Background: an optimization exercise with open tools, aiming at small area and a short achievable clock period. Do not read the settings as production practice.
Only simulation tests tie the RTL to the original design; equivalence was not proved.

Setup of job 4406:
## pe_mac_array
module pe_mac_array
#(
  parameter int DATA_WIDTH = nmcu_pkg::DATA_WIDTH,
  parameter int ACC_WIDTH  = nmcu_pkg::ACC_WIDTH,
  parameter int NUM_LANES  = 8
) (
  input  logic                            clk,
  input  logic                            rst_n,
  input  logic                            in_valid_i,
  output logic                            in_ready_o,
  input  logic [NUM_LANES*DATA_WIDTH-1:0] a_i,
  input  logic [NUM_LANES*DATA_WIDTH-1:0] b_i,
  input  logic                            first_i,
  input  logic                            last_i,
  output logic                            out_valid_o,
  input  logic                            out_ready_i,
  output logic [NUM_LANES*DATA_WIDTH-1:0] result_o,
  output logic [NUM_LANES*ACC_WIDTH-1:0]  acc_o,
  output logic [NUM_LANES-1:0]            sat_o,
  output logic                            busy_o,
  output nmcu_pkg::pe_mac_state_e        state_o
);
  ...
export LEC_CHECK = 0
export ABC_AREA = 1
export CAP_MARGIN = 20
export CORE_MARGIN = 2
export CORE_UTILIZATION = 40
export CTS_CLUSTER_DIAMETER = 100
export CTS_CLUSTER_SIZE = 25
export SETUP_SLACK_MARGIN = 2.8
export SLEW_MARGIN = 20
export TNS_END_PERCENT = 10
create_clock -name core_clock -period 6.0 [get_ports {clk}]
standard.sh (not shown) runs the stock make flow with config.mk's settings and CLKGATE_MAP_FILE= SYNTH_SCRIPT=/design/flow/synth_recipe.tcl, a recipe that flattens the netlist after the stock synthesis.
==> flow/flow/run.sh <==
#!/bin/bash
# Own layout flow: the standard flow (the standard.sh, all steps) with
# the port buffers made from buf_1 cells instead of ORFS's default choice.
# Each tool's output goes to the ORFS logs under orfs/logs; this script's
# own output goes to run.log.
set -e
{
  echo "== standard.sh"; cat standard.sh
  echo "== config.mk"; cat config.mk
  export BUFFER_PORTS_ARGS="-buffer_cell sky130_fd_sc_hd__buf_1"
  bash standard.sh
} > run.log 2>&1
Job 4406 completed end to end with timing, DRC and antenna clean.
The inputs of job 7182 differ from those of job 4406 as listed below.
- CTS_CLUSTER_SIZE now 22, was 25
- SETUP_SLACK_MARGIN now 3.0, was 2.8
Notes after the runs:
Job 7182 completed every stage of the flow, and the final layout passed the timing, DRC and antenna checks.
Job 4406 -> job 7182: multi-input gate share of the layout cell area flat
Global-route usage delta (job 4406 -> job 7182): insignificant
Job 7182 ended up with more standard cells than job 4406.
| data required time of the critical path | job 4406 vs job 7182 | ≈ equal |
Job 7182 vs job 4406 — global routing usage on met3 dropped 0.45 points.
Inputs modified between job 7182 and job 1535:
- swapping 3.0 for 2.8 in SETUP_SLACK_MARGIN
- swapping 40 for 50 in CORE_UTILIZATION
- putting PLACE_DENSITY at 0.75 where nothing was set
==> summary.txt <==
Diff job 7182 and job 1535: peak clock frequency supported by timing lower in job 1535. Taking job 7182 as the reference, in job 1535 number of cells on the critical path now sits higher, routed length on met3 now sits higher, largest stage delay on the critical path now sits higher, worst-case headroom to the max-slew limit now sits higher. Job 7182 → job 1535: sum of routed wire length over all layers shows a reduction of about 5%, highest fanout seen on the critical path shows a reduction of 16, area used by sequential logic in the layout shows a reduction of 0.61%. Against job 7182, job 1535 comes in 2452 lower on fill cell total of the finished layout.

## wip/violet
pe_mac_array, a different RTL version from the one above (not shown whole).
For scale: about 4000 cells after synthesis, ~510 flip-flops.
==> flow/config.mk <==
export PLATFORM = sky130hd
export DESIGN_NAME = pe_mac_array
export DESIGN_NICKNAME = pe_mac_array
export VERILOG_FILES = /design/flow/design.v
export SDC_FILE = /design/flow/constraint.sdc
export NUM_CORES = 4
export LEC_CHECK = 0
export ABC_AREA = 1
export CAP_MARGIN = 20
export CORE_MARGIN = 2
export CORE_UTILIZATION = 40
export SETUP_SLACK_MARGIN = 2.9
export SLEW_MARGIN = 20
==> flow/constraint.sdc <==
create_clock -name core_clock -period 6.0 [get_ports {clk}]
set_input_delay 1.2000 -clock core_clock [delete_from_list [all_inputs] [get_ports {clk}]]
set_output_delay 1.2000 -clock core_clock [all_outputs]
set_load 0.01 [all_outputs]
==> flow/flow/run.sh <==
#!/bin/bash
# Own layout flow: the standard flow (the standard.sh, all steps) with
# the port buffers made from buf_2 cells instead of ORFS's default choice.
# Each tool's output goes to the ORFS logs under orfs/logs; this script's
# own output goes to run.log.
set -e
{
  echo "== standard.sh"; cat standard.sh
  echo "== config.mk"; cat config.mk
  export BUFFER_PORTS_ARGS="-buffer_cell sky130_fd_sc_hd__buf_2"
  bash standard.sh
} > run.log 2>&1
Input-level comparison between wip/nickel and wip/violet:
- changing SETUP_SLACK_MARGIN from 2.9 to 2.6
Findings:
- Summary of wip/nickel over wip/violet: number of buffers outside the clock class in the layout has decreased, final worst-path cycle share went up, clock-buffer cell count fell 10, distinct cell type count after synthesis saw little to no change.
- When the final numbers for wip/violet and wip/nickel were put side by side, the signed area change from the synthesized netlist to the final layout turned out to be greater in wip/violet.
--- input diff wip/nickel..wip/garnet ---
==> flow/flow/run.sh <==
#!/bin/bash
# Own layout flow: the standard flow (the standard.sh, all steps) with
# the port buffers made from buf_1 cells instead of ORFS's default choice.
# Each tool's output goes to the ORFS logs under orfs/logs; this script's
# own output goes to run.log.
set -e
{
  echo "== standard.sh"; cat standard.sh
  echo "== config.mk"; cat config.mk
  export BUFFER_PORTS_ARGS="-buffer_cell sky130_fd_sc_hd__buf_1"
  bash standard.sh
} > run.log 2>&1
==> summary.txt <==
Sort wip/nickel and wip/garnet by CTS buffer count desc -> top: wip/garnet
met2 usage for wip/garnet: 0.17 points down relative to wip/nickel
wip/garnet — routed wire length about 1.8% higher, wip/nickel as reference
Later-pin clock latency in the skew report: wip/garnet < wip/nickel
When wip/garnet is set beside wip/nickel, its wire length of the first global-routing pass turns out to be 860 um larger.
wip/nickel reports its startpoint of the most critical setup path as rst_n while wip/garnet reports in_valid_i.
Compared with wip/nickel, in wip/garnet total area of multi-input combinational cells dropped about 0.6%, sequential share of layout area went up, post-placement cell area fell by 1.5%.
Final cell area: wip/garnet below wip/nickel
Cmp wip/nickel and wip/garnet / count of buffers added by post-CTS timing repair for setup / higher: wip/nickel
The final cycle utilization of the critical path was comparable across wip/nickel and wip/garnet.

Setup of job 101:
pe_mac_array with an RTL version that a note above also has.
Size: ~4200 cells after synthesis, roughly 500 flip-flops, roughly 34000 µm² of cells after synthesis.
export LEC_CHECK = 0
export ABC_AREA = 1
export CAP_MARGIN = 20
export CORE_MARGIN = 2
export CORE_UTILIZATION = 40
export CTS_CLUSTER_DIAMETER = 100
export CTS_CLUSTER_SIZE = 22
export SETUP_SLACK_MARGIN = 2.4
export SLEW_MARGIN = 20
export TNS_END_PERCENT = 10
create_clock -name core_clock -period 6.0 [get_ports {clk}]
==> flow/flow/run.sh <==
#!/bin/bash
# Own layout flow: the standard flow (the standard.sh, all steps) with
# the port buffers made from buf_1 cells instead of ORFS's default choice.
# Each tool's output goes to the ORFS logs under orfs/logs; this script's
# own output goes to run.log.
set -e
{
  echo "== standard.sh"; cat standard.sh
  echo "== config.mk"; cat config.mk
  export BUFFER_PORTS_ARGS="-buffer_cell sky130_fd_sc_hd__buf_1"
  bash standard.sh
} > run.log 2>&1
#### Input delta (job 102 over job 101)
Settings: CAP_MARGIN now 10, was 20; SLEW_MARGIN now 10, was 20; SETUP_SLACK_MARGIN now 2.8, was 2.4.
## What came out
Lower placement-stage worst setup slack was reported by job 101, not job 102.
Summary of job 102 over job 101: final cell count shows an increase of 39, slew of the pin with the lowest slew margin shows an increase of 0.26 ns.

Another version of the RTL of pe_mac_array (not shown whole).
For scale: about 4100 cells after synthesis, roughly 470 I/O pins.
==> flow/design.v (excerpt) <==
module pe_mac_array
#(
  parameter int DATA_WIDTH = nmcu_pkg::DATA_WIDTH,
  parameter int ACC_WIDTH  = nmcu_pkg::ACC_WIDTH,
  parameter int NUM_LANES  = 8
) (
  input  logic                            clk,
  input  logic                            rst_n,
  input  logic                            in_valid_i,
  output logic                            in_ready_o,
  input  logic [NUM_LANES*DATA_WIDTH-1:0] a_i,
  input  logic [NUM_LANES*DATA_WIDTH-1:0] b_i,
  input  logic                            first_i,
  input  logic                            last_i,
  output logic                            out_valid_o,
  input  logic                            out_ready_i,
  output logic [NUM_LANES*DATA_WIDTH-1:0] result_o,
  output logic [NUM_LANES*ACC_WIDTH-1:0]  acc_o,
  output logic [NUM_LANES-1:0]            sat_o,
  output logic                            busy_o,
  output nmcu_pkg::pe_mac_state_e        state_o
);
clock: 6.0 ns
lec_check: 0
abc_area: 1
cap_margin: 20
core_margin: 2
core_utilization: 40
setup_slack_margin: 2.6
slew_margin: 20
tns_end_percent: 10
Scripts as last shown in full above: flow/flow/run.sh
Then changed:
==> flow/flow/run.sh (replaced) <==
#!/bin/bash
# Own layout flow: the standard flow (the standard.sh, all steps) with
# the port buffers made from buf_2 cells instead of ORFS's default choice.
# Each tool's output goes to the ORFS logs under orfs/logs; this script's
# own output goes to run.log.
set -e
{
  echo "== standard.sh"; cat standard.sh
  echo "== config.mk"; cat config.mk
  export BUFFER_PORTS_ARGS="-buffer_cell sky130_fd_sc_hd__buf_2"
  bash standard.sh
} > run.log 2>&1
--- a/flow/config.mk
+++ b/flow/config.mk
@@ -13,2 +13 @@
 export SLEW_MARGIN = 20
-export TNS_END_PERCENT = 10
Setup slack is better by 0.014 ns.
Count of clock-buffer cells in the layout falls by 15.
Final area came out higher by 2.0%.
Utilization came out higher by 0.95 points.
Die area stays the same.
Via count rises by 0.73%.
Register-to-register slack degrades by 0.03 ns.
Synthesized cell count stays the same.
Area after synthesis does not change.
Wire length increases by 1.8%.
Non-clock buffer count rose by 2.
Then changed:
==> flow/flow/run.sh (replaced) <==
#!/bin/bash
# Own layout flow: the standard flow (the standard.sh, all steps) with
# the port buffers made from buf_1 cells instead of ORFS's default choice.
# Each tool's output goes to the ORFS logs under orfs/logs; this script's
# own output goes to run.log.
set -e
{
  echo "== standard.sh"; cat standard.sh
  echo "== config.mk"; cat config.mk
  export BUFFER_PORTS_ARGS="-buffer_cell sky130_fd_sc_hd__buf_1"
  bash standard.sh
} > run.log 2>&1
--- a/flow/config.mk
+++ b/flow/config.mk
@@ -11,3 +11,6 @@
 export CORE_UTILIZATION = 40
+export CTS_CLUSTER_DIAMETER = 60
+export CTS_CLUSTER_SIZE = 30
 export SETUP_SLACK_MARGIN = 2.6
 export SLEW_MARGIN = 20
+export TNS_END_PERCENT = 10
Result:
- final cell count is about the same
- via count barely changes
- setup slack degrades by 0.036 ns
- die area stays the same
- register-to-register slack stays flat
Then changed:
--- a/flow/config.mk
+++ b/flow/config.mk
@@ -11,6 +11,3 @@
 export CORE_UTILIZATION = 40
-export CTS_CLUSTER_DIAMETER = 60
-export CTS_CLUSTER_SIZE = 30
 export SETUP_SLACK_MARGIN = 2.6
 export SLEW_MARGIN = 20
-export TNS_END_PERCENT = 10
What happened: The changed run passed the timing, DRC and antenna checks. Synthesized area is unchanged. Sequential share of layout area is about the same. Cell count stays flat. Synthesized cell count is unchanged. Count of clock-buffer cells in the layout rose by 3. Die area does not change. Utilization rose by 0.26 points.

[what the ideal ports hide]
The results above use ideal ports. As a check the final layouts listed here were re-extracted and re-timed, cells and wires unchanged. Step 1 assumes that a clkbuf_16 drives the clock port and a buf_2 every other input. Step 2, shift: input delay + t, output delay - t, t = (earliest + latest rising clock arrival at the registers) / 2. This alone moves slack from input paths to output paths. Slacks: ideal ports / drivers / drivers and shift; pairs: ideal ports / drivers.
run	t, ns	slack for setup (ns)	clock arrival spread, ns	worst register clock-pin slew, ns	worst slew at a driven data input, ns
job 4406	0.673	2.801 / 2.825 / 2.152	0.026 / 0.026	0.11 / 0.11	0.15
job 7182	0.682	2.847 / 2.866 / 2.201	0.030 / 0.030	0.09 / 0.09	0.15
job 1535	0.676	2.758 / 2.758 / 2.144	0.031 / 0.030	0.10 / 0.10	0.13
wip/violet	0.680	2.737 / 2.681 / 2.068	0.019 / 0.019	0.06 / 0.06	0.07
wip/nickel	0.696	2.646 / 2.644 / 1.992	0.027 / 0.027	0.07 / 0.07	0.10
wip/garnet	0.660	2.647 / 2.622 / 2.028	0.036 / 0.036	0.06 / 0.06	0.09
job 101	0.680	2.432 / 2.473 / 1.793	0.041 / 0.040	0.10 / 0.10	0.18
job 102	0.675	2.854 / 2.859 / 2.207	0.028 / 0.028	0.10 / 0.10	0.15
the first run of note 4	0.674	2.668 / 2.609 / 2.054	0.020 / 0.020	0.07 / 0.07	0.11
the second run of note 4	0.678	2.681 / 2.620 / 2.105	0.032 / 0.031	0.07 / 0.07	0.10
the third run of note 4	0.643	2.645 / 2.584 / 2.082	0.033 / 0.032	0.07 / 0.07	0.10
the fourth run of note 4	0.678	2.675 / 2.618 / 2.079	0.022 / 0.022	0.07 / 0.07	0.11
After both steps every run listed still meets setup and hold. For wip/violet, which loses most, drivers alone change the setup slack by -0.056 ns; drivers and shift together by -0.669 ns.
